This design comes from an exercise in tuning for small area on the open sky130 flow, not from production work.
RTL that was checked went through simulation tests only; none was proved equivalent to the original.
Function not checked in run 1: the RTL went through the layout flow alone.

<file path="constraint.sdc">
create_clock -name core_clock -period 7.0 [get_ports {clk}]
set_input_delay 1.4000 -clock core_clock [delete_from_list [all_inputs] [get_ports {clk}]]
set_output_delay 1.4000 -clock core_clock [all_outputs]
set_load 0.01 [all_outputs]
</file>
<file path="standard.sh">
#!/bin/bash
# synth_recipe.tcl (not shown) runs the flow's synth.tcl, then flattens the netlist and writes it again
# the make line also repeats each setting of config.mk as NAME=value (left out here)
make -C /OpenROAD-flow-scripts/flow DESIGN_CONFIG=/design/flow/config.mk WORK_HOME=/design/flow/orfs CLKGATE_MAP_FILE= SYNTH_SCRIPT=/design/flow/synth_recipe.tcl "${@:-finish}"
</file>
<file path="config.mk">
export PLATFORM = sky130hd
export DESIGN_NAME = latlon_six_byte_encoder
export DESIGN_NICKNAME = latlon_six_byte_encoder
export VERILOG_FILES = /design/flow/design.v
export SDC_FILE = /design/flow/constraint.sdc
export NUM_CORES = 4
export LEC_CHECK = 0
export CAP_MARGIN = 20
export CORE_MARGIN = 2
export CORE_UTILIZATION = 40
export GPL_TIMING_DRIVEN = 0
export SLEW_MARGIN = 20
</file>
<file path="design.v">
package llse_pkg;
  localparam logic signed [23:0] LAT_SPAN = 24'sd5184000;
  localparam logic signed [23:0] LAT_MIN  = -24'sd5184000;
  localparam logic signed [25:0] TURN     = 26'sd20736000;
  localparam logic signed [25:0] NEG_TURN = -26'sd20736000;
  function automatic logic [3:0] rot1(input logic [3:0] a);
    rot1 = {a[2:0], a[3]};
  endfunction
  function automatic logic [8:0] csa15(input logic [3:0] a, input logic [3:0] b,
                                       input logic [3:0] c);
    logic [3:0] m;
    m     = (a & b) | (a & c) | (b & c);
    csa15 = {m[3], rot1(m), a ^ b ^ c};
  endfunction
  function automatic logic [3:0] add15(input logic [3:0] a, input logic [3:0] b);
    logic [4:0] t0;
    logic [4:0] t1;
    t0    = {1'b0, a} + {1'b0, b};
    t1    = {1'b0, a} + {1'b0, b} + 5'd1;
    add15 = ((&a) && (&b)) ? 4'd0 : t1[4] ? t1[3:0] : t0[3:0];
  endfunction
  function automatic logic [31:0] csa(input logic [15:0] a, input logic [15:0] b,
                                      input logic [15:0] c);
    csa = {((a & b) | (a & c) | (b & c)) << 1, a ^ b ^ c};
  endfunction
  function automatic logic [15:0] rca(input logic [15:0] a, input logic [15:0] b);
    logic c;
    c = 1'b0;
    for (int i = 0; i < 16; i++) begin
      rca[i] = a[i] ^ b[i] ^ c;
      c      = (a[i] & b[i]) | (a[i] & c) | (b[i] & c);
    end
  endfunction
  function automatic logic [7:0] lut_a(input logic [4:0] t);
    lut_a[0] = (t == 5'd1) | (t == 5'd3) | (t == 5'd5) | (t == 5'd7) |
               (t == 5'd9) | (t == 5'd11) | (t == 5'd13) | (t == 5'd16) |
               (t == 5'd18) | (t == 5'd20) | (t == 5'd22) | (t == 5'd24) |
               (t == 5'd26) | (t == 5'd28);
    lut_a[1] = (t == 5'd1) | (t == 5'd2) | (t == 5'd5) | (t == 5'd6) |
               (t == 5'd9) | (t == 5'd10) | (t == 5'd13) | (t == 5'd14) |
               (t == 5'd16) | (t == 5'd17) | (t == 5'd20) | (t == 5'd21) |
               (t == 5'd24) | (t == 5'd25) | (t == 5'd28) | (t == 5'd29);
    lut_a[2] = (t == 5'd1) | (t == 5'd2) | (t == 5'd3) | (t == 5'd4) |
               (t == 5'd9) | (t == 5'd10) | (t == 5'd11) | (t == 5'd12) |
               (t == 5'd16) | (t == 5'd17) | (t == 5'd18) | (t == 5'd19) |
               (t == 5'd24) | (t == 5'd25) | (t == 5'd26) | (t == 5'd27);
    lut_a[3] = (t == 5'd1) | (t == 5'd2) | (t == 5'd3) | (t == 5'd4) |
               (t == 5'd5) | (t == 5'd6) | (t == 5'd7) | (t == 5'd8) |
               (t == 5'd16) | (t == 5'd17) | (t == 5'd18) | (t == 5'd19) |
               (t == 5'd20) | (t == 5'd21) | (t == 5'd22) | (t == 5'd23);
    lut_a[4] = (t == 5'd1) | (t == 5'd2) | (t == 5'd3) | (t == 5'd4) |
               (t == 5'd5) | (t == 5'd6) | (t == 5'd7) | (t == 5'd8) |
               (t == 5'd9) | (t == 5'd10) | (t == 5'd11) | (t == 5'd12) |
               (t == 5'd13) | (t == 5'd14) | (t == 5'd16) | (t == 5'd17) |
               (t == 5'd18) | (t == 5'd19) | (t == 5'd20) | (t == 5'd21) |
               (t == 5'd22) | (t == 5'd23) | (t == 5'd24) | (t == 5'd25) |
               (t == 5'd26) | (t == 5'd27) | (t == 5'd28) | (t == 5'd29);
    lut_a[5] = (t == 5'd2) | (t == 5'd4) | (t == 5'd6) | (t == 5'd8) |
               (t == 5'd10) | (t == 5'd12) | (t == 5'd14) | (t == 5'd17) |
               (t == 5'd19) | (t == 5'd21) | (t == 5'd23) | (t == 5'd25) |
               (t == 5'd27) | (t == 5'd29);
    lut_a[6] = (t == 5'd1) | (t == 5'd4) | (t == 5'd5) | (t == 5'd8) |
               (t == 5'd9) | (t == 5'd12) | (t == 5'd13) | (t == 5'd16) |
               (t == 5'd19) | (t == 5'd20) | (t == 5'd23) | (t == 5'd24) |
               (t == 5'd27) | (t == 5'd28);
    lut_a[7] = (t == 5'd1) | (t == 5'd2) | (t == 5'd3) | (t == 5'd8) |
               (t == 5'd9) | (t == 5'd10) | (t == 5'd11) | (t == 5'd16) |
               (t == 5'd17) | (t == 5'd18) | (t == 5'd23) | (t == 5'd24) |
               (t == 5'd25) | (t == 5'd26);
  endfunction
  function automatic logic [8:0] lut_b(input logic [4:0] t);
    lut_b[0] = (t == 5'd1) | (t == 5'd3) | (t == 5'd5) | (t == 5'd7) |
               (t == 5'd9) | (t == 5'd11) | (t == 5'd13) | (t == 5'd16) |
               (t == 5'd18) | (t == 5'd20) | (t == 5'd22) | (t == 5'd24) |
               (t == 5'd26) | (t == 5'd28);
    lut_b[1] = (t == 5'd1) | (t == 5'd2) | (t == 5'd5) | (t == 5'd6) |
               (t == 5'd9) | (t == 5'd10) | (t == 5'd13) | (t == 5'd14) |
               (t == 5'd16) | (t == 5'd17) | (t == 5'd20) | (t == 5'd21) |
               (t == 5'd24) | (t == 5'd25) | (t == 5'd28) | (t == 5'd29);
    lut_b[2] = (t == 5'd1) | (t == 5'd2) | (t == 5'd3) | (t == 5'd4) |
               (t == 5'd9) | (t == 5'd10) | (t == 5'd11) | (t == 5'd12) |
               (t == 5'd16) | (t == 5'd17) | (t == 5'd18) | (t == 5'd19) |
               (t == 5'd24) | (t == 5'd25) | (t == 5'd26) | (t == 5'd27);
    lut_b[3] = (t == 5'd1) | (t == 5'd2) | (t == 5'd3) | (t == 5'd4) |
               (t == 5'd5) | (t == 5'd6) | (t == 5'd7) | (t == 5'd8) |
               (t == 5'd16) | (t == 5'd17) | (t == 5'd18) | (t == 5'd19) |
               (t == 5'd20) | (t == 5'd21) | (t == 5'd22) | (t == 5'd23);
    lut_b[4] = (t == 5'd1) | (t == 5'd2) | (t == 5'd3) | (t == 5'd4) |
               (t == 5'd5) | (t == 5'd6) | (t == 5'd7) | (t == 5'd8) |
               (t == 5'd9) | (t == 5'd10) | (t == 5'd11) | (t == 5'd12) |
               (t == 5'd13) | (t == 5'd14) | (t == 5'd16) | (t == 5'd17) |
               (t == 5'd18) | (t == 5'd19) | (t == 5'd20) | (t == 5'd21) |
               (t == 5'd22) | (t == 5'd23) | (t == 5'd24) | (t == 5'd25) |
               (t == 5'd26) | (t == 5'd27) | (t == 5'd28) | (t == 5'd29);
    lut_b[5] = (t == 5'd2) | (t == 5'd4) | (t == 5'd6) | (t == 5'd8) |
               (t == 5'd10) | (t == 5'd12) | (t == 5'd14) | (t == 5'd17) |
               (t == 5'd19) | (t == 5'd21) | (t == 5'd23) | (t == 5'd25) |
               (t == 5'd27) | (t == 5'd29);
    lut_b[6] = (t == 5'd1) | (t == 5'd4) | (t == 5'd5) | (t == 5'd8) |
               (t == 5'd9) | (t == 5'd12) | (t == 5'd13) | (t == 5'd16) |
               (t == 5'd19) | (t == 5'd20) | (t == 5'd23) | (t == 5'd24) |
               (t == 5'd27) | (t == 5'd28);
    lut_b[7] = (t == 5'd1) | (t == 5'd2) | (t == 5'd3) | (t == 5'd8) |
               (t == 5'd9) | (t == 5'd10) | (t == 5'd11) | (t == 5'd16) |
               (t == 5'd17) | (t == 5'd18) | (t == 5'd23) | (t == 5'd24) |
               (t == 5'd25) | (t == 5'd26);
    lut_b[8] = (t == 5'd2) | (t == 5'd4) | (t == 5'd6) | (t == 5'd9) |
               (t == 5'd11) | (t == 5'd13) | (t == 5'd17) | (t == 5'd19) |
               (t == 5'd21) | (t == 5'd24) | (t == 5'd26) | (t == 5'd28);
  endfunction
endpackage
module llse_prep #(
  parameter int LON = 0
) (
  input  logic [21:0] y,           
  output logic [3:0]  mq,
  output logic [3:0]  p,
  output logic [3:0]  sr,
  output logic [4:0]  zt           
);
  logic       s;
  logic       b24;
  logic [3:0] y0, z0, z1, z2, z3;
  logic [3:0] ru;                  
  logic [3:0] rf;                  
  logic [8:0] k1, k2, k3;
  logic [8:0] f1, f2, f3, f4;
  logic [3:0] u;
  logic [3:0] v1, v2;
  logic [8:0] k5;
  logic       c15;
  logic       c30;
  assign s   = y[21];
  assign b24 = y[20];
  assign y0  = y[3:0];
  assign z0  = y[7:4];
  assign z1  = y[11:8];
  assign z2  = y[15:12];
  assign z3  = y[19:16];
  always_comb begin
    if (LON != 0) begin
      ru = {s, s, s & b24, s ^ b24};
      rf = {s & b24, s ^ b24, s, 1'b0};
    end else begin
      ru = {s, s, s, 1'b0};
      rf = {s, 1'b0, s, 1'b0};
    end
  end
  assign k1 = llse_pkg::csa15(z0, z1, z2);
  assign k2 = llse_pkg::csa15(k1[3:0], k1[7:4], z3);
  assign k3 = llse_pkg::csa15(k2[3:0], k2[7:4], ru);
  assign f1 = llse_pkg::csa15(z1, llse_pkg::rot1(z2), z3);
  assign f2 = llse_pkg::csa15(f1[3:0], f1[7:4], llse_pkg::rot1(z3));
  assign f3 = llse_pkg::csa15(f2[3:0], f2[7:4], {rf[3:1], k1[8]});
  assign f4 = llse_pkg::csa15(f3[3:0], f3[7:4], {2'b0, k2[8] & k3[8], k2[8] ^ k3[8]});
  assign u  = llse_pkg::add15(f4[3:0], f4[7:4]);
  assign zt  = {1'b0, k3[3:0]} + {1'b0, k3[7:4]};
  assign c30 = (&k3[3:0]) & (&k3[7:4]);
  assign c15 = zt >= 5'd15;
  assign v1 = (u == 4'd14) ? 4'd0 : u + 4'd1;
  assign v2 = (u >= 4'd13) ? u - 4'd13 : u + 4'd2;
  assign mq = c30 ? v2 : c15 ? v1 : u;
  assign k5 = llse_pkg::csa15(k3[3:0], k3[7:4], y0);
  assign sr = llse_pkg::add15(k5[3:0], k5[7:4]);
  assign p = sr - y0;
endmodule
module llse_split (
  input  logic signed [23:0] lat,
  output logic               ok,
  output logic               pole
);
  assign ok   = (lat >= llse_pkg::LAT_MIN) && (lat <= llse_pkg::LAT_SPAN);
  assign pole = (lat == llse_pkg::LAT_MIN) || (lat == llse_pkg::LAT_SPAN);
endmodule
module llse_pack (
  input  logic        ok,          
  input  logic [7:0]  pz_a,        
  input  logic [8:0]  pz_b,        
  input  logic [11:0] low_a,       
  input  logic [11:0] low_b,       
  input  logic [3:0]  x_a,
  input  logic [3:0]  x_b,
  output logic        valid_res,
  output logic [47:0] code
);
  logic [7:0]  d_a;
  logic [8:0]  d_b;
  logic [31:0] c1, c2, c3, c4;
  logic [15:0] dd;
  assign d_a = pz_a + {low_a[11:8], low_a[11:8]};
  assign d_b = pz_b + {low_b[8], low_b[11:8], low_b[11:8]};
  assign c1 = llse_pkg::csa(16'(d_b), {5'b0, d_b, 2'b0}, {3'b0, d_b, 4'b0});
  assign c2 = llse_pkg::csa({2'b0, d_b, 5'b0}, {d_b, 7'b0}, 16'(d_a));
  assign c3 = llse_pkg::csa(c1[15:0], c1[31:16], c2[15:0]);
  assign c4 = llse_pkg::csa(c3[15:0], c3[31:16], c2[31:16]);
  assign dd = c4[15:0] + c4[31:16];
  assign valid_res = ok;
  assign code      = {dd, low_a[11:8], low_b[11:8], low_a[7:6], low_b[7:6],
                      low_a[5:4], low_b[5:4], low_a[3:0], low_b[3:0], x_a, x_b};
endmodule
module latlon_six_byte_encoder (
  input  logic               clk,
  input  logic               rst,
  input  logic               coord_valid,
  output logic               coord_ready,
  input  logic signed [23:0] coord_lat_sixteenths,
  input  logic signed [25:0] coord_lon_sixteenths,
  output logic               result_valid,
  input  logic               result_ready,
  output logic               result_valid_res,
  output logic [47:0]        result_code
);
  logic        v;
  logic        ok_in;
  logic        pole_in;
  logic [3:0]  mq_a, p_a, sr_a;
  logic [3:0]  mq_b, p_b, sr_b;
  logic [4:0]  zt_a, zt_b;
  logic        lon_zero;
  logic [8:0]  lon_z;
  logic [8:0]  wrap;
  logic [31:0] q1, q2, q3;
  logic [7:0]  zp_a;
  logic [8:0]  zp_b;
  logic [7:0]  pz_a_in;
  logic [8:0]  pz_b_in;
  logic        ok;
  logic [7:0]  pz_a;
  logic [11:0] low_a;
  logic [3:0]  x_a;
  logic [8:0]  pz_b;
  logic [11:0] low_b;
  logic [3:0]  x_b;
  assign coord_ready  = !v || result_ready;
  assign result_valid = v;
  always_ff @(posedge clk) begin
    if (rst) begin
      v <= 1'b0;
    end else if (coord_ready) begin
      v <= coord_valid;
    end
  end
  llse_split u_split (
    .lat  (coord_lat_sixteenths),
    .ok   (ok_in),
    .pole (pole_in)
  );
  llse_prep #(.LON(0)) u_prep_a (
    .y  ({{2{coord_lat_sixteenths[23]}}, coord_lat_sixteenths[23:4]}),
    .mq (mq_a),
    .p  (p_a),
    .sr (sr_a),
    .zt (zt_a)
  );
  llse_prep #(.LON(1)) u_prep_b (
    .y  (coord_lon_sixteenths[25:4]),
    .mq (mq_b),
    .p  (p_b),
    .sr (sr_b),
    .zt (zt_b)
  );
  assign lon_z = coord_lon_sixteenths[16:8];
  always_comb begin
    if (coord_lon_sixteenths >= llse_pkg::TURN) begin
      wrap = 9'd152;               
    end else if (!coord_lon_sixteenths[25]) begin
      wrap = 9'd0;
    end else if (coord_lon_sixteenths >= llse_pkg::NEG_TURN) begin
      wrap = 9'd360;
    end else begin
      wrap = 9'd208;               
    end
  end
  assign q1   = llse_pkg::csa(16'(coord_lat_sixteenths[15:8]),
                              {8'b0, coord_lat_sixteenths[10:8], 5'b0}, 16'd90);
  assign zp_a = 8'(llse_pkg::rca(q1[15:0], q1[31:16]));
  assign q2   = llse_pkg::csa({7'b0, lon_z}, {7'b0, lon_z[3:0], 5'b0}, 16'(wrap));
  assign q3   = llse_pkg::csa(q2[15:0], q2[31:16], {7'b0, lon_z[0], 8'b0});
  assign zp_b = 9'(llse_pkg::rca(q3[15:0], q3[31:16]));
  assign pz_a_in = zp_a + llse_pkg::lut_a(zt_a);
  assign pz_b_in = zp_b + llse_pkg::lut_b(zt_b);
  assign lon_zero = pole_in || !ok_in;
  always_ff @(posedge clk) begin
    if (coord_ready) begin
      ok    <= ok_in;
      pz_a  <= ok_in ? pz_a_in : 8'd0;
      low_a <= ok_in ? {mq_a, p_a, sr_a} : 12'd0;
      x_a   <= ok_in ? coord_lat_sixteenths[3:0] : 4'd0;
      pz_b  <= lon_zero ? 9'd0 : pz_b_in;
      low_b <= lon_zero ? 12'd0 : {mq_b, p_b, sr_b};
      x_b   <= lon_zero ? 4'd0 : coord_lon_sixteenths[3:0];
    end
  end
  llse_pack u_pack (
    .ok        (ok),
    .pz_a      (pz_a),
    .pz_b      (pz_b),
    .low_a     (low_a),
    .low_b     (low_b),
    .x_a       (x_a),
    .x_b       (x_b),
    .valid_res (result_valid_res),
    .code      (result_code)
  );
endmodule
</file>
<file path="flow/run.sh">
#!/bin/bash
# Standard layout, but with the smallest buffer on the ports instead of the
# default delay-cell buffer. Each tool's output goes to a log file here.
set -euo pipefail
bash standard.sh "BUFFER_PORTS_ARGS=-buffer_cell sky130_fd_sc_hd__buf_1" finish > standard.log 2>&1
</file>
==> implementation parameters, run 1 <==
Parameter                              Value

Yosys
  Share of flip-flops with an asynchronous set or reset ... 0%
  Most used flip-flop cell after synthesis ... edfxtp_1
  Synthesized flop and latch total ... a little over 50
  Average size of a mapped cell ... ~9.9 µm²
  Post-synthesis cell type with the largest combined area ... fa_1
  Sequential-to-total area share from yosys stat ... 16.95%
  Area fraction of the dominant cell type after synthesis ... 22.52%
  Synth warn ... 4
  Top post-synthesis cells by area ... fa_1 (23%), ha_1 (19%), edfxtp_1 (17%)
  Net count of the mapped netlist ... 1,192
  Gate count after technology mapping ... between 900 and 1,000
  Count of unique library cells instantiated by Yosys ... 71
  Mapped cell area ... between 8000 and 9000 µm²
  EDFF count, synth ... 50

Floorplanning
  Height of the die ... 153.8 µm
  Width of the chip ... 153.8 µm
  Standard-cell row count ... between 50 and 60
  # IOs ... 105
  Overall die area ... 23,660 µm²
  Initial standard-cell utilization of the core ... 40.88%
  CORE AREA ... 21,960 µm²

Place
  Total half-perimeter wirelength after legalization and detailed placement ... approximately 16,000 µm
  Number of buffers added on ports ... 104
  Routability-driven placement congestion ratio ... 0.8429
  Area of placed instances ... 9726 µm²

Critical path
  Endpoint type of the worst setup path ... flip-flop
  Longest individual stage delay on the worst path ... about 0.58 ns
  Reg-to-reg critical path endpoint ... pz_b[8]$_SDFFCE_PP0P_
  Worst-path cell with the longest stage delay ... fa_2
  Worst Reg2Reg Path Length in Cells ... 1
  Required time of the critical path ... 7.02 ns
  Setup CP Type ... in2reg
  Cell type group with the largest total delay on the critical path ... adder cells
  Worst path buffer plus inverter count ... 4
  Critical Path Sink ... low_b[9]$_SDFFCE_PP0P_
  Source of the worst register-to-register timing path ... v$_SDFFE_PP0P_
  CP Data Arrival Time ... 6.86 ns
  Cell count along the critical path ... 22
  Maximum fanout along the worst path ... 5
  Timing startpoint of the critical path ... coord_lon_sixteenths[10]
  Type of element launching the critical path ... input pin
  Slack of the worst reg-to-reg path ... 5.74 ns
  Chain of cells forming the critical path ... buf_2 -> fa_1 -> fa_1 -> fa_2 -> ha_1 -> inv_1 -> fa_1 -> inv_1 -> ha_1 -> fa_2 -> ha_4 -> nand3b_1 -> mux2i_4 -> xnor2_1 -> mux2i_1 -> nor2_2 -> buf_4 -> ha_1 -> nor2_1 -> a31oi_1 -> mux2_2 -> a221o_1

Min path
  Worst min-delay path class ... reg2reg
  Launch point of the worst hold path ... v$_SDFFE_PP0P_

Clock tree
  Clock tree from TritonCTS ... yes
  TritonCTS sink count ... a little over 50
  H-Tree Level Count ... 2
  Clock transition at path regs ... 0.07 ns
  Maximum buffer depth of the clock tree ... 2
  Num CTS Buffers ... 5
  Worst-Skew Late Latency ... 0.29 ns
  Hold buffer count at cts ... 0
  Root buffer selected by CTS ... clkbuf_16

Timing
  Final-report hold violation count ... 0
  Worst slew margin relative to its limit ... 40.05%
  Fmax ... about 0.15 GHz
  Final sum of negative setup slack ... 0 ns
  Number of setup violations in the final report ... 0
  Fin Clk Skew ... 0.004200 ns
  Ratio of final minimum period to clock period ... 97.66%
  Slew at the pin closest to its max-slew limit ... 0.8993 ns
  Shortest clock period the worst path allows after layout ... between 6 and 7 ns
  Final count of pins violating max slew ... 0

Routing
  Initial DRC count ... 331
  DR vias/cell ... 5.181
  DRC errors left ... 0
  Routed len/inst ... 14.84 µm
  Drt total wl ... 19,450 µm
  Number of nets still failing antenna checks after routing ... 0
  Vias after detailed routing ... 6,792
  First-pass detailed-route iteration total ... 4

Global routing
  First-pass GRT wire length ... 33,010 µm
  Number of global-route vias before repair ... 6,780
  Initial antenna violation count ... 0
  Overall routing resource usage ... 16.88%
  Total overflow reported by the global router ... 0
  Maximum number of pins on one net before global-route repair ... 53

Cells and area
  Synth-to-layout area growth ... 14.95%
  Final-stage net count ... 1,319
  Ratio of cells with drive above 1 in the final layout ... 11.93%
  Count of filler cells inserted in the layout ... 2,088
  Design Area, Final ... 10,320 µm²
  Count of antenna diodes in the layout ... 0

Flow run
  Max-cap violation count ... 0

Status
  Run status ... complete, no violations
cells in the mapped netlist (9+ instances only):
| cell | count |
|---|---|
| nor3_1 | 21 |
| nand3_1 | 16 |
| and2_1 | 19 |
| nor4_1 | 10 |
| xnor2_1 | 56 |
| inv_1 | 103 |
| a21oi_1 | 40 |
| nand2b_1 | 10 |
| edfxtp_1 | 50 |
| nand4_1 | 15 |
| a21o_1 | 34 |
| mux2i_1 | 9 |
| xor2_1 | 27 |
| ha_1 | 133 |
| nand2_1 | 27 |
| nor2_1 | 79 |
| fa_1 | 101 |
| o21ai_0 | 26 |
repair_timing:
| action | CTS | global route |
|---|---|---|
| buffers inserted | 7 | 11 |
| hold endpoints to repair | 0 | 0 |
| pin swaps | 6 | 13 |
| gates resized for setup | 31 | 49 |
| endpoints found under the setup margin | 15 | 13 |
kinds of logic (layout without fill, tap and decap cells):
| logic type | Yosys count | after routing | share of synthesized area [%] |
|---|---|---|---|
| and+or+nand+nor | 227 | 227 | 12.68 |
| muxes | 17 | 17 | 2.216 |
| DFF | 51 | 51 | 16.95 |
| xor gates and xnor gates | 86 | 86 | 8.864 |
| buffers and inverters | 115 | 242 | 4.822 |
| AOI/OAI and AO/OA | 174 | 174 | 13.41 |
| adders and majority gates | 234 | 234 | 41.06 |
layout by cell type (no fill, tap or decap), types with 6 or more instances in the layout:
cell type | synthesis | final
a21o_1 | 34 | 33
a21oi_1 | 40 | 33
a21oi_2 | 2 | 9
a31oi_1 | 6 | 6
and2_1 | 19 | 19
buf_1 | 1 | 83
buf_2 | 1 | 16
buf_4 | 0 | 18
clkbuf_2 | 0 | 7
edfxtp_1 | 50 | 50
fa_1 | 101 | 96
ha_1 | 133 | 129
inv_1 | 103 | 102
inv_2 | 5 | 6
mux2i_1 | 9 | 9
nand2_1 | 27 | 27
nand2b_1 | 10 | 8
nand3_1 | 16 | 16
nand4_1 | 15 | 15
nor2_1 | 79 | 75
nor2b_1 | 8 | 8
nor3_1 | 21 | 19
nor4_1 | 10 | 10
o21ai_0 | 26 | 20
o21ai_1 | 4 | 6
o21bai_1 | 8 | 8
xnor2_1 | 56 | 50
xnor2_2 | 0 | 6
xor2_1 | 27 | 24
state kept, by name, summed over array words and instances (netlist names):
| name | flops |
|---|---|
| x_b | 4 |
| pz_b | 9 |
| v | 1 |
| pz_a | 8 |
| ok | 1 |
| low_b | 12 |
| low_a | 12 |
| x_a | 4 |
layer usage:
layer	track usage, %	wire length, µm	vias up
li1	-	-	3432
met1	23.91	9586	3239
met2	28.81	9189	106
met3	1.099	465	15
met4	3.293	208	0
met5	0	0	-
layout make-up:
| class | count | area (µm²) | area share (%) |
|---|---|---|---|
| clock buffer | 6 | 128.9 | 1.249 |
| tap | 280 | 350.3 | 3.395 |
| multi-input combinational | 738 | 7311 | 70.84 |
| buffer | 5 | 20.02 | 0.1940 |
| inverter | 108 | 405.4 | 3.928 |
| sequential | 51 | 1521 | 14.74 |
| timing repair buffer | 122 | 553.0 | 5.359 |
| clock inverter | 1 | 30.03 | 0.2910 |
worst min-delay path by stage:
stage / endpoint / slack (ns) / depth (start not counted)
floorplan: v$_SDFFE_PP0P_ / 1.47 / 1
global placement: v$_SDFFE_PP0P_ / 1.56 / 2
detailed placement: v$_SDFFE_PP0P_ / 1.11 / 2
CTS: v$_SDFFE_PP0P_ / 1.11 / 2
global route: v$_SDFFE_PP0P_ / 1.13 / 2
finish: v$_SDFFE_PP0P_ / 1.03 / 2
through the flow:
stage          instances  hold slack [ns]  util [%]  setup slack, ns
4_1_cts             1301            1.114     45.61          0.01169
6_report            1311            1.032     47.00           0.1636
3_5_place_dp        1288            1.107     44.29          -0.8388
2_1_floorplan        904            1.469         -           0.1665
5_1_grt             1311            1.133     47.00         -0.04946
3_3_place_gp        1288            1.562     44.26          -0.7629
==> inputs of run 2 (changes only) <==
--- a/design.v
+++ b/design.v
@@ -125,10 +125,11 @@
   logic [3:0] rf;                  
   logic [8:0] k1, k2, k3;
-  logic [8:0] f1, f2, f3, f4;
+  logic [8:0] f1, f2, f3;
   logic [3:0] u;
-  logic [3:0] v1, v2;
+  logic [4:0] mt;
   logic [8:0] k5;
   logic       c15;
   logic       c30;
+  logic [2:0] wc;
   assign s   = y[21];
   assign b24 = y[20];
@@ -153,12 +154,11 @@
   assign f2 = llse_pkg::csa15(f1[3:0], f1[7:4], llse_pkg::rot1(z3));
   assign f3 = llse_pkg::csa15(f2[3:0], f2[7:4], {rf[3:1], k1[8]});
-  assign f4 = llse_pkg::csa15(f3[3:0], f3[7:4], {2'b0, k2[8] & k3[8], k2[8] ^ k3[8]});
-  assign u  = llse_pkg::add15(f4[3:0], f4[7:4]);
+  assign u  = llse_pkg::add15(f3[3:0], f3[7:4]);
   assign zt  = {1'b0, k3[3:0]} + {1'b0, k3[7:4]};
   assign c30 = (&k3[3:0]) & (&k3[7:4]);
   assign c15 = zt >= 5'd15;
-  assign v1 = (u == 4'd14) ? 4'd0 : u + 4'd1;
-  assign v2 = (u >= 4'd13) ? u - 4'd13 : u + 4'd2;
-  assign mq = c30 ? v2 : c15 ? v1 : u;
+  assign wc  = 3'(k2[8]) + 3'(k3[8]) + 3'(c15) + 3'(c30);
+  assign mt = {1'b0, u} + {2'b0, wc};
+  assign mq = (mt >= 5'd15) ? 4'(mt - 5'd15) : mt[3:0];
   assign k5 = llse_pkg::csa15(k3[3:0], k3[7:4], y0);
   assign sr = llse_pkg::add15(k5[3:0], k5[7:4]);
==> run 2 against run 1 <==
- die area decreased by 2.0%
- worst hold slack better by 0.034 ns
- global-route usage about the same
- critical path depth up 1
- maximum frequency grew 0.62%
- utilization is 0.10 points lower
- first-iteration DRC count is 27% higher
- design area decreased by 1.4%
- wire length down 0.16%
- synthesized area fell by 2.1%
- largest cell class unchanged
==> implementation parameters, run 2 <==
Parameter                              Value

Floorplanning
  Overall die area ... 23,180 µm²
  Width of the chip ... 152.3 µm
  Standard-cell row count ... 54
  CORE AREA ... 21,690 µm²
  Initial standard-cell utilization of the core ... 40.54%
  Height of the die ... 152.3 µm
  # IOs ... around 110

Cells and area
  Final-stage net count ... between 1,000 and 1,500
  Count of filler cells inserted in the layout ... 2,121
  Synth-to-layout area growth ... 15.68%
  Final std cells w/o fill ... 1,309
  Count of antenna diodes in the layout ... 0
  Area occupied by registers ... ~1500 µm²
  Commonest non-fill, non-tap cells in the layout ... ha_1 (120), inv_1 (103), fa_1 (94), buf_1 (83), nor2_1 (76)
  Ratio of cells with drive above 1 in the final layout ... 11.56%
  Most common cell after layout, fill and taps aside ... ha_1
  Registers with the most flip-flops ... low_a x12, low_b x12, pz_b x9
  Area occupied by multi-input gates ... just over 7000 µm²

Routing
  First-pass detailed-route iteration total ... 5
  Met3 wire length ... 779 µm
  Length of routed met2 wiring ... about 9100 µm
  Initial DRC count ... between 400 and 500
  Drt total wl ... 19,420 µm
  Number of nets still failing antenna checks after routing ... 0
  DR vias/cell ... 5.131
  Routed len/inst ... 14.83 µm
  Highest routed layer ... met4
  Vias after detailed routing ... 6,716
  M1 wire length ... between 9000 and 10,000 µm
  DRC errors left ... 0

Yosys
  Average size of a mapped cell ... 9.802 µm²
  Gate count after technology mapping ... around 900
  Fraction of synthesized area in multiplexers ... 1.110%
  Count of unique library cells instantiated by Yosys ... 65
  Adder and majority gate portion of the synthesized area ... 40.98%
  Net count of the mapped netlist ... 1,179
  Largest family of logic cells by synthesized area ... adder cells
  Top post-synthesis cells by area ... fa_1 (23%), ha_1 (18%), edfxtp_1 (17%)
  Most used flip-flop cell after synthesis ... edfxtp_1
  Share of flip-flops with an asynchronous set or reset ... 0%
  Area fraction of the dominant cell type after synthesis ... between 20% and 30%
  Sequential-to-total area share from yosys stat ... 17.30%
  Mapped cell area ... 8792 µm²
  Post-synthesis compound-gate area fraction ... 13.65%
  Synth warn ... 4
  Post-synthesis cell type with the largest combined area ... fa_1
  Share of the synthesized netlist area taken by xor and xnor gates ... approximately 9%
  Synthesized flop and latch total ... between 50 and 60
  EDFF count, synth ... 50
  Cell types with the highest counts after synthesis ... ha_1 (128), inv_1 (104), fa_1 (100)
  Post-synthesis share of cell area spent on and, or, nand and nor gates ... 13.16%
  Library cell with the highest instance count after synthesis ... ha_1

Timing
  Final count of pins violating max slew ... 0
  Fin Clk Skew ... 0.003905 ns
  Ratio of final minimum period to clock period ... 97.06%
  RSZ-0062 raised after global routing ... yes
  Slew at the pin closest to its max-slew limit ... 0.7323 ns
  Final sum of negative setup slack ... 0 ns
  Final-report hold violation count ... 0
  Fmax ... 0.1472 GHz
  Worst slew margin relative to its limit ... 51.18%
  Number of setup violations in the final report ... 0
  Shortest clock period the worst path allows after layout ... around 6.8 ns

Critical path
  Source of the worst register-to-register timing path ... v$_SDFFE_PP0P_
  Worst Reg2Reg Path Length in Cells ... 1
  Endpoint type of the worst setup path ... flip-flop
  Reg-to-reg critical path endpoint ... low_b[0]$_SDFFCE_PP0P_
  Setup CP Type ... in2reg
  Required time of the critical path ... 7.15 ns
  Cell type group with the largest total delay on the critical path ... adder cells
  CP Data Arrival Time ... 6.95 ns
  Maximum fanout along the worst path ... 8
  Longest individual stage delay on the worst path ... 0.61 ns
  Worst-path cell with the longest stage delay ... fa_2
  Type of element launching the critical path ... input pin
  Cell type with the highest occurrence count on the critical path ... fa_1
  Worst path buffer plus inverter count ... 4
  Chain of cells forming the critical path ... buf_4 -> fa_1 -> fa_1 -> fa_2 -> ha_1 -> a21o_1 -> a21oi_2 -> xor2_1 -> nor2_1 -> and2_4 -> a21oi_2 -> fa_1 -> inv_1 -> ha_1 -> inv_1 -> fa_1 -> inv_1 -> ha_2 -> o21ai_4 -> nor2_1 -> and3_4 -> or4_1 -> a21oi_1
  Slack of the worst reg-to-reg path ... 5.72 ns

Min path
  Worst min-delay path class ... reg2reg
  Terminating pin of the worst hold path ... v$_SDFFE_PP0P_
  Launch point of the worst hold path ... v$_SDFFE_PP0P_
  Worst Hold Path Cells ... 2

Global routing
  Number of global-route vias before repair ... 6,674
  First-pass GRT wire length ... 32,430 µm
  Initial antenna violation count ... 0
  Total overflow reported by the global router ... 0
  Maximum number of pins on one net before global-route repair ... 53
  Overall routing resource usage ... 16.84%

Clock tree
  Hold buffer count at cts ... 0
  TritonCTS sink count ... 51
  Clock tree from TritonCTS ... yes
  Worst-Skew Late Latency ... 0.30 ns
  H-Tree Level Count ... 2
  Num CTS Buffers ... 5
  Clock transition at path regs ... 0.07 ns
  Root buffer selected by CTS ... clkbuf_16
  Maximum buffer depth of the clock tree ... 2

Flow run
  Max-cap violation count ... 0

Place
  Number of buffers added on ports ... 104
  Total half-perimeter wirelength after legalization and detailed placement ... 16,020 µm
  DP Cell Count ... 1,282
  Routability-driven placement congestion ratio ... 0.8598

Status
  Run status ... complete, no violations
[run 2: cell type report]
cell class                 instances  share of cell area, %
multi-input combinational        736                  70.39
sequential                        51                  14.96
timing repair buffer             125                  5.671
inverter                         105                  3.875
tap                              280                  3.444
clock buffer                       5                  1.230
clock inverter                     3                 0.2337
buffer                             4                 0.1968
[run 2: metal layers]
metal	global-route usage [%]	vias to the layer above
met4	3.827	0
met5	0	-
li1	-	3409
met3	1.536	17
met2	28.27	132
met1	23.75	3158
[run 2: metrics by stage]
stage / instance area (µm²) / setup WS [ns] / hold slack, ns / util, %
after floorplan: 8792 / 0.03602 / 1.469 / -
after global placement: 9533 / -0.7701 / 1.560 / 43.95
after detailed placement: 9552 / -0.8033 / 1.107 / 44.04
after CTS: 9812 / 0.0007438 / 1.120 / 45.24
after global routing: 10170 / -0.06696 / 1.156 / 46.90
final: 10170 / 0.2057 / 1.066 / 46.90
[run 2: cell families after synthesis]
| family | after synthesis |
|---|---|
| AOI/OAI and AO/OA | 188 |
| xor gates and xnor gates | 84 |
| adders and majority gates | 228 |
| buffers and inverters | 110 |
| DFF | 51 |
| muxes | 9 |
| and+or+nand+nor | 227 |
[run 2: worst max-delay path by stage]
stage	end	depth (start not counted)	from
after CTS	low_a[8]$_SDFFCE_PN0P_	23	coord_lat_sixteenths[10]
after global placement	low_a[9]$_SDFFCE_PN0P_	23	coord_lat_sixteenths[9]
after floorplan	low_a[8]$_SDFFCE_PN0P_	22	coord_lat_sixteenths[9]
final	low_a[8]$_SDFFCE_PN0P_	23	coord_lat_sixteenths[9]
after global routing	low_a[8]$_SDFFCE_PN0P_	23	coord_lat_sixteenths[9]
after detailed placement	low_a[9]$_SDFFCE_PN0P_	23	coord_lat_sixteenths[9]
[run 2: repair_timing]
item / 4_1_cts / 5_1_grt
pin swaps: 4 / 28
setup endpoints to repair: 8 / 11
resized for setup: 18 / 65
buffers inserted: 6 / 14
==> inputs of run 3 (changes only) <==
--- a/config.mk
+++ b/config.mk
@@ -8,5 +8,5 @@
 export CAP_MARGIN = 20
 export CORE_MARGIN = 2
-export CORE_UTILIZATION = 40
-export GPL_TIMING_DRIVEN = 0
+export CORE_UTILIZATION = 55
+export GPL_TIMING_DRIVEN = 1
 export SLEW_MARGIN = 20
==> run 3 against run 2 <==
- worst hold slack better by 0.056 ns
- via count up 6.3%
- die area decreased by 27%
- register-to-register slack got worse by 0.19 ns
- first-iteration DRC count down 28%
- synthesized cell count unchanged
- clock skew is 0.0073 ns higher
- synthesized area stayed put
- worst setup slack got worse by 0.00082 ns
- critical path depth down 2
- critical endpoint is now result_code[45]
==> implementation parameters, run 3 <==
Parameter                              Value

Routing
  Drt total wl ... 20,980 µm
  First-pass detailed-route iteration total ... 4
  DRC errors left ... 0
  Number of nets still failing antenna checks after routing ... 0
  Routed len/inst ... 16.27 µm
  Initial DRC count ... 303
  Vias after detailed routing ... a little over 7,000
  DR vias/cell ... 5.540

Yosys
  Most used flip-flop cell after synthesis ... edfxtp_1
  Area fraction of the dominant cell type after synthesis ... 22.77%
  Net count of the mapped netlist ... 1,179
  Mapped cell area ... a little under 9000 µm²
  Top post-synthesis cells by area ... fa_1 (23%), ha_1 (18%), edfxtp_1 (17%)
  Share of flip-flops with an asynchronous set or reset ... 0%
  Average size of a mapped cell ... just under 10 µm²
  Post-synthesis cell type with the largest combined area ... fa_1
  Count of unique library cells instantiated by Yosys ... 65
  EDFF count, synth ... 50
  Gate count after technology mapping ... 897
  Library cell with the highest instance count after synthesis ... ha_1
  Sequential-to-total area share from yosys stat ... 17.30%
  Cell types with the highest counts after synthesis ... ha_1 (128), inv_1 (104), fa_1 (100)
  Synth warn ... 4
  Synthesized flop and latch total ... 51

Global routing
  Total overflow reported by the global router ... 0
  Met3 routing resource usage after global routing ... 4.235%
  Global routing met1 resource utilization ... 33.41%
  Global routing usage on met2 ... between 40% and 50%
  Initial antenna violation count ... 0
  Number of global-route vias before repair ... 7,459
  Overall routing resource usage ... ~26%
  Busiest metal layer after global routing ... met2
  First-pass GRT wire length ... 34,690 µm
  Maximum number of pins on one net before global-route repair ... 52

Cells and area
  Final-stage net count ... 1,354
  Count of filler cells inserted in the layout ... ~1,300
  Registers with the most flip-flops ... low_a x12, low_b x12, pz_b x9
  Ratio of cells with drive above 1 in the final layout ... 11.28%
  Most common cell after layout, fill and taps aside ... ha_1
  Count of antenna diodes in the layout ... 0
  Design Area, Final ... 10,270 µm²
  Commonest non-fill, non-tap cells in the layout ... ha_1 (124), inv_1 (104), buf_1 (101), fa_1 (99), nor2_1 (77)
  Synth-to-layout area growth ... 16.78%

Critical path
  Worst Reg2Reg Path Length in Cells ... 2
  Endpoint type of the worst setup path ... output pin
  Slack of the worst reg-to-reg path ... ~5.5 ns
  CP Data Arrival Time ... approximately 5.4 ns
  Source of the worst register-to-register timing path ... v$_SDFFE_PP0P_
  Worst path buffer plus inverter count ... 4
  Cell type group with the largest total delay on the critical path ... adder cells
  Reg-to-reg critical path endpoint ... x_b[2]$_SDFFCE_PP0P_
  Worst-path cell with the longest stage delay ... fa_1
  Longest individual stage delay on the worst path ... roughly 0.54 ns
  Maximum fanout along the worst path ... 4
  Required time of the critical path ... 5.60 ns
  Cell type with the highest occurrence count on the critical path ... fa_1
  Chain of cells forming the critical path ... ha_2 -> fa_2 -> a21oi_1 -> nor2_1 -> o31ai_2 -> nor2b_4 -> xnor2_4 -> fa_1 -> inv_1 -> fa_1 -> fa_1 -> inv_1 -> ha_4 -> o21a_1 -> o21a_4 -> a2111oi_4 -> buf_4 -> o31ai_4 -> a21oi_2 -> xnor2_1 -> buf_2
  Type of element launching the critical path ... flip-flop
  Setup CP Type ... reg2out

Place
  Routability-driven placement congestion ratio ... 0.9039
  Area of placed instances ... 9927 µm²
  Total half-perimeter wirelength after legalization and detailed placement ... between 15,000 and 20,000 µm
  Number of buffers added on ports ... 104

Clock tree
  Clock tree from TritonCTS ... yes
  Num CTS Buffers ... 5
  H-Tree Level Count ... 2
  Worst-Skew Late Latency ... ~0.31 ns
  Clock transition at path regs ... 0.08 ns
  Hold buffer count at cts ... 0
  Root buffer selected by CTS ... clkbuf_16
  Maximum buffer depth of the clock tree ... 2
  TritonCTS sink count ... 51

Floorplanning
  Standard-cell row count ... 46
  Height of the die ... 130.4 µm
  # IOs ... 105
  CORE AREA ... around 16,000 µm²
  Width of the chip ... 130.4 µm
  Initial standard-cell utilization of the core ... a little under three fifths
  Overall die area ... roughly 17,000 µm²

Flow run
  Max-cap violation count ... 0

Min path
  Worst min-delay path class ... reg2reg
  Worst Hold Path Cells ... 2
  Terminating pin of the worst hold path ... low_a[7]$_SDFFCE_PN0P_
  Launch point of the worst hold path ... v$_SDFFE_PP0P_

Timing
  Final sum of negative setup slack ... 0 ns
  Final count of pins violating max slew ... 0
  Worst hold slack across all endpoints ... between 1 and 1.5 ns
  Fmax ... 0.1472 GHz
  Fin Clk Skew ... 0.01118 ns
  Final-report hold violation count ... 0
  Slew at the pin closest to its max-slew limit ... 0.6893 ns
  Worst slew margin relative to its limit ... a little over half
  Number of setup violations in the final report ... 0
  Shortest clock period the worst path allows after layout ... 6.795 ns
  Ratio of final minimum period to clock period ... 97.07%

Status
  Run status ... complete, no violations
-- run 3: stage by stage --
| stage | cells | setup slack [ns] | utilization (%) |
|---|---|---|---|
| floorplan | 897 | 0.03602 | - |
| detailed placement | 1278 | -0.1494 | 62.95 |
| CTS | 1286 | 0.004370 | 64.07 |
| global placement | 1278 | 0.001947 | 62.95 |
| finish | 1289 | 0.2049 | 65.11 |
| global route | 1289 | -0.05459 | 65.11 |
-- run 3: worst max path at each step --
stage	end	slack [ns]	startpoint	cells past startpoint
2_1_floorplan	low_a[8]$_SDFFCE_PN0P_	0.04	coord_lat_sixteenths[9]	22
3_3_place_gp	low_a[8]$_SDFFCE_PN0P_	0.002	coord_lat_sixteenths[9]	23
3_5_place_dp	low_a[9]$_SDFFCE_PN0P_	-0.15	coord_lat_sixteenths[9]	23
4_1_cts	result_code[45]	0.004	low_b[8]$_SDFFCE_PP0P_	21
5_1_grt	result_code[47]	-0.05	low_b[8]$_SDFFCE_PP0P_	22
6_report	result_code[45]	0.20	low_b[8]$_SDFFCE_PP0P_	21
-- run 3: cell families after synthesis --
kind of cell	count (synthesis)	share of synthesized area, %
adder cells (fa/ha/maj)	228	40.98
XOR/XNOR	84	9.037
AND/OR/NAND/NOR	227	13.16
flip-flops	51	17.30
AO/OA/AOI/OAI	188	13.65
buffers and inverters	110	4.753
multiplexers	9	1.110
-- run 3: worst register-to-register path: stages, from the launching register on --
cell	delay, ns
dfxtp_1	0.33
nand2b_2	0.15
buf_4	0.58
-- run 3: layout make-up --
type | instances | area, µm² | share of cell area (%)
Multi-Input combinational cell | 736 | 7017 | 68.34
Sequential cell | 51 | 1521 | 14.82
Timing Repair Buffer | 173 | 912.1 | 8.884
Inverter | 105 | 394.1 | 3.839
Tap cell | 216 | 270.3 | 2.632
Clock buffer | 5 | 125.1 | 1.219
Clock inverter | 3 | 27.53 | 0.2681
-- run 3: repair_timing --
| action | 4_1_cts | 5_1_grt |
|---|---|---|
| setup buffers | 0 | 3 |
| pin swaps | 0 | 9 |
| resized for setup | 7 | 24 |
| endpoints found under the setup margin | 2 | 9 |
| cloned | 0 | 0 |
-- run 3: layer usage --
layer,vias to the layer above,part of all wire (%)
met5,-,0
li1,3502,-
met1,3429,44
met2,177,49
met3,33,4.9
met4,0,2.0
==> inputs of run 4 (changes only) <==
--- a/config.mk
+++ b/config.mk
@@ -9,4 +9,5 @@
 export CORE_MARGIN = 2
 export CORE_UTILIZATION = 55
-export GPL_TIMING_DRIVEN = 1
+export GPL_TIMING_DRIVEN = 0
+export PLACE_DENSITY = 0.75
 export SLEW_MARGIN = 20
==> run 4 against run 3 <==
- still clean on timing, DRC and antenna
- first-iteration DRC count is 52% higher
- maximum frequency hardly changed
- via count is 3.7% lower
- global-route usage is 3.0 points lower
- sequential cell count stayed put
- synthesized area stayed put
- die area stayed put
- synthesized cell count stayed put
- sequential share of layout area is 0.35 points higher
- clock skew is 0.0054 ns lower
- highest routed layer unchanged
==> implementation parameters, run 4 <==
Parameter                              Value

Status
  Run status ... complete, no violations

Timing
  Number of setup violations in the final report ... 0
  Fmax ... about 0.15 GHz
  Shortest clock period the worst path allows after layout ... ~6.8 ns
  Worst hold slack across all endpoints ... 1.037 ns
  Ratio of final minimum period to clock period ... 97.00%
  Fin Clk Skew ... ~0.0057 ns
  Worst slew margin relative to its limit ... 52.18%
  Final-report hold violation count ... 0
  Slew at the pin closest to its max-slew limit ... 0.7173 ns
  Minimum setup slack in the final design ... 0.2100 ns
  Final count of pins violating max slew ... 0
  Final sum of negative setup slack ... 0 ns

Routing
  Drt total wl ... 18,870 µm
  DR vias/cell ... 5.548
  DRC errors left ... 0
  Routed len/inst ... 15.22 µm
  Number of nets still failing antenna checks after routing ... 0
  Vias after detailed routing ... 6,880
  Initial DRC count ... 460
  First-pass detailed-route iteration total ... 5

Yosys
  Post-synthesis compound-gate area fraction ... 13.65%
  Synth warn ... 4
  Fraction of synthesized area in multiplexers ... 1.110%
  Net count of the mapped netlist ... 1,179
  Largest family of logic cells by synthesized area ... adder cells
  Top post-synthesis cells by area ... fa_1 (23%), ha_1 (18%), edfxtp_1 (17%)
  Share of the synthesized netlist area taken by xor and xnor gates ... 9.037%
  Library cell with the highest instance count after synthesis ... ha_1
  Most used flip-flop cell after synthesis ... edfxtp_1
  EDFF count, synth ... 50
  Count of unique library cells instantiated by Yosys ... 65
  Sequential-to-total area share from yosys stat ... approximately 17%
  Post-synthesis share of cell area spent on and, or, nand and nor gates ... a little over an eighth
  Area fraction of the dominant cell type after synthesis ... 22.77%
  Post-synthesis cell type with the largest combined area ... fa_1
  Average size of a mapped cell ... 9.802 µm²
  Adder and majority gate portion of the synthesized area ... slightly above 40%
  Mapped cell area ... approximately 9000 µm²
  Synthesized flop and latch total ... 51
  Gate count after technology mapping ... 897
  Share of flip-flops with an asynchronous set or reset ... 0%
  Cell types with the highest counts after synthesis ... ha_1 (128), inv_1 (104), fa_1 (100)

Cells and area
  Count of filler cells inserted in the layout ... 1,330
  Count of antenna diodes in the layout ... 0
  Area occupied by registers ... 1521 µm²
  Final-stage net count ... 1,305
  Core occupancy in the finished layout ... 63.61%
  Synth-to-layout area growth ... 14.09%
  Most common cell after layout, fill and taps aside ... ha_1
  Area occupied by multi-input gates ... a little over 7000 µm²
  Commonest non-fill, non-tap cells in the layout ... ha_1 (122), inv_1 (103), fa_1 (94), buf_1 (84), nor2_1 (77)
  Ratio of cells with drive above 1 in the final layout ... approximately a tenth
  Registers with the most flip-flops ... low_a x12, low_b x12, pz_b x9

Clock tree
  Root buffer selected by CTS ... clkbuf_16
  Num CTS Buffers ... 5
  Maximum buffer depth of the clock tree ... 2
  H-Tree Level Count ... 2
  Worst-Skew Late Latency ... about 0.30 ns
  Clock tree from TritonCTS ... yes
  Hold buffer count at cts ... 0
  TritonCTS sink count ... between 50 and 60
  Clock transition at path regs ... 0.07 ns

Critical path
  CP Data Arrival Time ... 5.39 ns
  Setup CP Type ... reg2out
  Required time of the critical path ... 5.60 ns
  Cell type with the highest occurrence count on the critical path ... fa_1
  Worst-path cell with the longest stage delay ... fa_1
  Type of element launching the critical path ... flip-flop
  Maximum fanout along the worst path ... 4
  Longest individual stage delay on the worst path ... roughly 0.54 ns
  Endpoint type of the worst setup path ... output pin
  Chain of cells forming the critical path ... ha_2 -> fa_2 -> a21oi_1 -> nor2_1 -> o31ai_2 -> nor2b_4 -> xnor2_4 -> fa_1 -> inv_1 -> fa_1 -> fa_1 -> inv_1 -> ha_4 -> o21a_1 -> o21a_1 -> a2111oi_4 -> o31ai_2 -> o22ai_1 -> xnor2_1 -> clkbuf_2

Global routing
  Overall routing resource usage ... between 20% and 30%
  First-pass GRT wire length ... 31,100 µm
  Maximum number of pins on one net before global-route repair ... 53
  Number of global-route vias before repair ... 6,707
  Total overflow reported by the global router ... 0
  Initial antenna violation count ... 0

Place
  Total half-perimeter wirelength after legalization and detailed placement ... 15,340 µm
  Routability-driven placement congestion ratio ... slightly above 0.9
  Number of buffers added on ports ... about 100
  Minimum setup slack after placement ... -0.7751 ns

Floorplanning
  Standard-cell row count ... 46
  # IOs ... 105
  Initial standard-cell utilization of the core ... 55.75%
  Width of the chip ... 130.4 µm
  CORE AREA ... ~16,000 µm²
  Height of the die ... 130.4 µm
  Overall die area ... 17,010 µm²

Min path
  Worst min-delay path class ... reg2reg

Flow run
  Max-cap violation count ... 0
## run 4: cell counts after synthesis
Identical to the previous run, type by type.
## run 4: cell families (layout without fill, tap and decap cells)
group / after synthesis / after routing
AOI/OAI and AO/OA: 188 / 188
xor gates and xnor gates: 84 / 84
adders and majority gates: 228 / 228
buffers and inverters: 110 / 237
DFF: 51 / 51
muxes: 9 / 9
and+or+nand+nor: 227 / 227
## run 4: cell type report
cell class | count | share of cell area, %
Timing Repair Buffer | 120 | 5.364
Sequential cell | 51 | 15.17
Clock inverter | 3 | 0.4366
Clock buffer | 5 | 1.247
Inverter | 105 | 3.929
Multi-Input combinational cell | 736 | 70.96
Tap cell | 216 | 2.694
Buffer | 4 | 0.1996
## run 4: critical path: cells and delay by family (launching register included)
kind	cells	cell delay (ns)
fa+ha+maj	6	2.37
compound gates	7	1.45
flops	1	0.40
simple gates	2	0.33
buf+inv	3	0.29
xor+xnor	2	0.25
## run 4: worst paths after layout
kind | startpoint | end | slack (ns) | cells after the start
setup / recovery | pz_b[0]$_SDFFCE_PP0P_ | result_code[47] | 0.21 | 20
hold reg to reg | v$_SDFFE_PP0P_ | v$_SDFFE_PP0P_ | 1.04 | 2
setup reg to reg | v$_SDFFE_PP0P_ | low_b[1]$_SDFFCE_PP0P_ | 5.73 | 1
hold / removal | v$_SDFFE_PP0P_ | v$_SDFFE_PP0P_ | 1.04 | 2
## run 4: what timing repair did
action	4_1_cts	5_1_grt
endpoints found under the setup margin	9	10
pin swaps	3	12
setup buffers	5	10
resized for setup	17	57
## run 4: layer usage
metal	vias up	global-route usage (%)	part of all wire, %
met1	3292	31.85	47
met2	168	39.45	48
met4	0	4.819	0.96
li1	3406	-	-
met5	-	0	0
met3	14	1.588	3.8
## run 4: metrics by stage
step	instance area, µm²	cells
6_report	10030	1240
5_1_grt	10030	1240
4_1_cts	9741	1231
3_5_place_dp	9474	1218
3_3_place_gp	9453	1217
2_1_floorplan	8792	897
==> inputs of run 5 (changes only) <==
--- a/config.mk
+++ b/config.mk
@@ -10,4 +10,3 @@
 export CORE_UTILIZATION = 55
 export GPL_TIMING_DRIVEN = 0
-export PLACE_DENSITY = 0.75
 export SLEW_MARGIN = 20
==> run 5 against run 4 <==
- cell count increased by 0.16%
- count of clock-buffer cells in the layout unchanged
- first-iteration DRC count decreased by 25%
- die area unchanged
- critical path depth increased by 2
- synthesized cell count unchanged
- worst hold slack improved by 0.055 ns
- via count decreased by 3.4%
==> implementation parameters, run 5 <==
Parameter                              Value

Cells and area
  Ratio of cells with drive above 1 in the final layout ... 9.942%
  Commonest non-fill, non-tap cells in the layout ... ha_1 (122), inv_1 (104), fa_1 (97), buf_1 (88), nor2_1 (76)
  Registers with the most flip-flops ... low_a x12, low_b x12, pz_b x9
  Design Area, Final ... approximately 10,000 µm²
  Synth-to-layout area growth ... 14.17%
  Final-stage net count ... 1,307
  Count of filler cells inserted in the layout ... 1,381
  Area occupied by multi-input gates ... slightly above 7000 µm²
  Most common cell after layout, fill and taps aside ... ha_1
  Count of antenna diodes in the layout ... 0
  Area occupied by registers ... 1521 µm²

Place
  Routability-driven placement congestion ratio ... 0.8941
  Total half-perimeter wirelength after legalization and detailed placement ... 15,400 µm
  Minimum setup slack after placement ... -0.8394 ns
  Number of buffers added on ports ... 104
  Area of placed instances ... 9467 µm²

Critical path
  Timing startpoint of the critical path ... coord_lat_sixteenths[9]
  Reg-to-reg critical path endpoint ... low_b[3]$_SDFFCE_PP0P_
  CP Data Arrival Time ... 6.98 ns
  Slack of the worst reg-to-reg path ... 5.69 ns
  Source of the worst register-to-register timing path ... v$_SDFFE_PP0P_
  Required time of the critical path ... 7.17 ns
  Critical Path Sink ... low_a[8]$_SDFFCE_PN0P_
  Endpoint type of the worst setup path ... flip-flop
  Setup CP Type ... in2reg
  Worst Reg2Reg Path Length in Cells ... 1
  Type of element launching the critical path ... input pin
  Maximum fanout along the worst path ... 8

Yosys
  Count of unique library cells instantiated by Yosys ... 65
  Share of the synthesized netlist area taken by xor and xnor gates ... 9.037%
  Post-synthesis cell type with the largest combined area ... fa_1
  Library cell with the highest instance count after synthesis ... ha_1
  Mapped cell area ... 8792 µm²
  Synthesized flop and latch total ... 51
  Post-synthesis share of cell area spent on and, or, nand and nor gates ... 13.16%
  Largest family of logic cells by synthesized area ... adder cells
  Synth warn ... 4
  Fraction of synthesized area in multiplexers ... under 10%
  Net count of the mapped netlist ... 1,179
  Area fraction of the dominant cell type after synthesis ... between 20% and 30%
  Average size of a mapped cell ... slightly below 10 µm²
  Cell types with the highest counts after synthesis ... ha_1 (128), inv_1 (104), fa_1 (100)
  Share of flip-flops with an asynchronous set or reset ... 0%
  Adder and majority gate portion of the synthesized area ... 40.98%
  Post-synthesis compound-gate area fraction ... 13.65%
  Top post-synthesis cells by area ... fa_1 (23%), ha_1 (18%), edfxtp_1 (17%)
  Sequential-to-total area share from yosys stat ... 17.30%
  Gate count after technology mapping ... 897
  Most used flip-flop cell after synthesis ... edfxtp_1
  EDFF count, synth ... 50

Global routing
  Maximum number of pins on one net before global-route repair ... 53
  Total overflow reported by the global router ... 0
  First-pass GRT wire length ... around 31,000 µm
  Number of global-route vias before repair ... 6,523
  Overall routing resource usage ... ~23%
  Initial antenna violation count ... 0

Floorplanning
  Width of the chip ... 130.4 µm
  CORE AREA ... roughly 16,000 µm²
  Initial standard-cell utilization of the core ... 55.75%
  Height of the die ... 130.4 µm
  # IOs ... 105
  Standard-cell row count ... 46
  Overall die area ... 17,010 µm²

Routing
  Drt total wl ... roughly 19,000 µm
  Vias after detailed routing ... 6,645
  Number of nets still failing antenna checks after routing ... 0
  DR vias/cell ... 5.350
  Initial DRC count ... 346
  Routed len/inst ... between 10 and 15 µm
  DRC errors left ... 0
  First-pass detailed-route iteration total ... 5

Timing
  Final sum of negative setup slack ... 0 ns
  Shortest clock period the worst path allows after layout ... 6.806 ns
  Final count of pins violating max slew ... 0
  Worst hold slack across all endpoints ... 1.092 ns
  Slew at the pin closest to its max-slew limit ... a little over 0.8 ns
  Fmax ... between 0.1 and 0.15 GHz
  Worst slew margin relative to its limit ... 44.46%
  Minimum setup slack in the final design ... 0.1935 ns
  Number of setup violations in the final report ... 0
  Ratio of final minimum period to clock period ... 97.24%
  Final-report hold violation count ... 0
  Fin Clk Skew ... 0.01456 ns

Flow run
  Max-cap violation count ... 0

Clock tree
  Clock transition at path regs ... about 0.08 ns
  Maximum buffer depth of the clock tree ... 2
  TritonCTS sink count ... 51
  Hold buffer count at cts ... 0
  Worst-Skew Late Latency ... 0.31 ns
  Root buffer selected by CTS ... clkbuf_16
  Num CTS Buffers ... 5
  H-Tree Level Count ... 2
  Clock tree from TritonCTS ... yes

Min path
  Worst min-delay path class ... reg2reg

Status
  Run status ... complete, no violations
## run 5: worst min path at each step
stage	startpoint	endpoint	cells past startpoint
final	v$_SDFFE_PP0P_	v$_SDFFE_PP0P_	2
after detailed placement	v$_SDFFE_PP0P_	v$_SDFFE_PP0P_	2
after CTS	v$_SDFFE_PP0P_	v$_SDFFE_PP0P_	2
after global placement	rst	v$_SDFFE_PP0P_	2
after global routing	v$_SDFFE_PP0P_	ok$_DFFE_PP_	1
after floorplan	rst	v$_SDFFE_PP0P_	1
## run 5: metrics by stage
step	utilization [%]	instances
floorplan	-	897
global placement	59.94	1217
detailed placement	60.03	1217
CTS	61.81	1231
global route	63.65	1242
finish	63.65	1242
## run 5: area by class of cell
class                   count  share of cell area (%)
multi-input cells         736                   70.90
clock buffers               5                   1.246
flip-flops and latches     51                   15.16
clock inverters             3                  0.4238
plain buffers               4                  0.1994
repair buffers            122                   5.459
inverters                 105                   3.926
well taps                 216                   2.692
## run 5: logic make-up (layout without fill, tap and decap cells)
logic type / Yosys count / after routing
xor gates and xnor gates: 84 / 84
and+or+nand+nor: 227 / 227
adders and majority gates: 228 / 228
AOI/OAI and AO/OA: 188 / 188
muxes: 9 / 9
buffers and inverters: 110 / 239
DFF: 51 / 51
## run 5: critical path, stage by stage
cell     delay [ns]
buf_2          0.17
fa_1           0.51
fa_1           0.55
fa_2           0.48
buf_4          0.16
fa_1           0.48
xnor2_2        0.17
nor2_1         0.16
and2_1         0.22
a21oi_2        0.09
fa_1           0.51
inv_1          0.08
ha_1           0.16
inv_1          0.06
fa_1           0.52
inv_1          0.05
ha_2           0.20
o21ai_2        0.16
nor2_1         0.06
and3_4         0.19
or4_1          0.46
a21oi_1        0.15
## run 5: routing by layer
| layer | global-route usage (%) | vias up | share of wire, % |
|---|---|---|---|
| met5 | 0 | - | 0 |
| li1 | - | 3404 | - |
| met2 | 36.80 | 120 | 46 |
| met4 | 3.817 | 0 | 0.70 |
| met3 | 2.524 | 7 | 3.1 |
| met1 | 34.69 | 3114 | 51 |
## run 5: repair_timing
action | CTS | global route
buffers inserted | 6 | 12
pin swaps | 2 | 20
endpoints found under the setup margin | 7 | 11
gates resized for setup | 17 | 49

-- separate check: timing with driven ports --
The flow's constraints put no driver on any port. The routed layouts listed below were extracted and timed again, unchanged, in two steps. Step 1 (the two cells are an assumption about what drives the block):
set clk [get_ports {clk}]
set_driving_cell -lib_cell sky130_fd_sc_hd__clkbuf_16 $clk
set_driving_cell -lib_cell sky130_fd_sc_hd__buf_2 [delete_from_list [all_inputs] $clk]
Step 2 times the ports against the registers' clock, not the clock port: input delays grow and output delays shrink by t, the midpoint of the rising clock arrivals with the driver on. Slacks: ideal / step 1 / step 2; pairs: ideal / step 1.
run	shift t [ns]	setup slack, ns	hold slack, ns	clock arrival spread, ns
run 1	0.324	0.164 / 0.176 / -0.142	1.032 / 1.032 / 1.032	0.006 / 0.006
run 2	0.330	0.206 / 0.198 / -0.114	1.066 / 1.066 / 1.066	0.007 / 0.008
run 3	0.347	0.205 / 0.162 / -0.097	1.122 / 1.122 / 1.122	0.012 / 0.012
run 4	0.337	0.210 / 0.173 / -0.111	1.037 / 1.037 / 1.037	0.011 / 0.010
run 5	0.343	0.194 / 0.213 / -0.127	1.092 / 1.092 / 1.092	0.017 / 0.016
Met with ideal ports but missed after step 2: setup timing in every run listed.
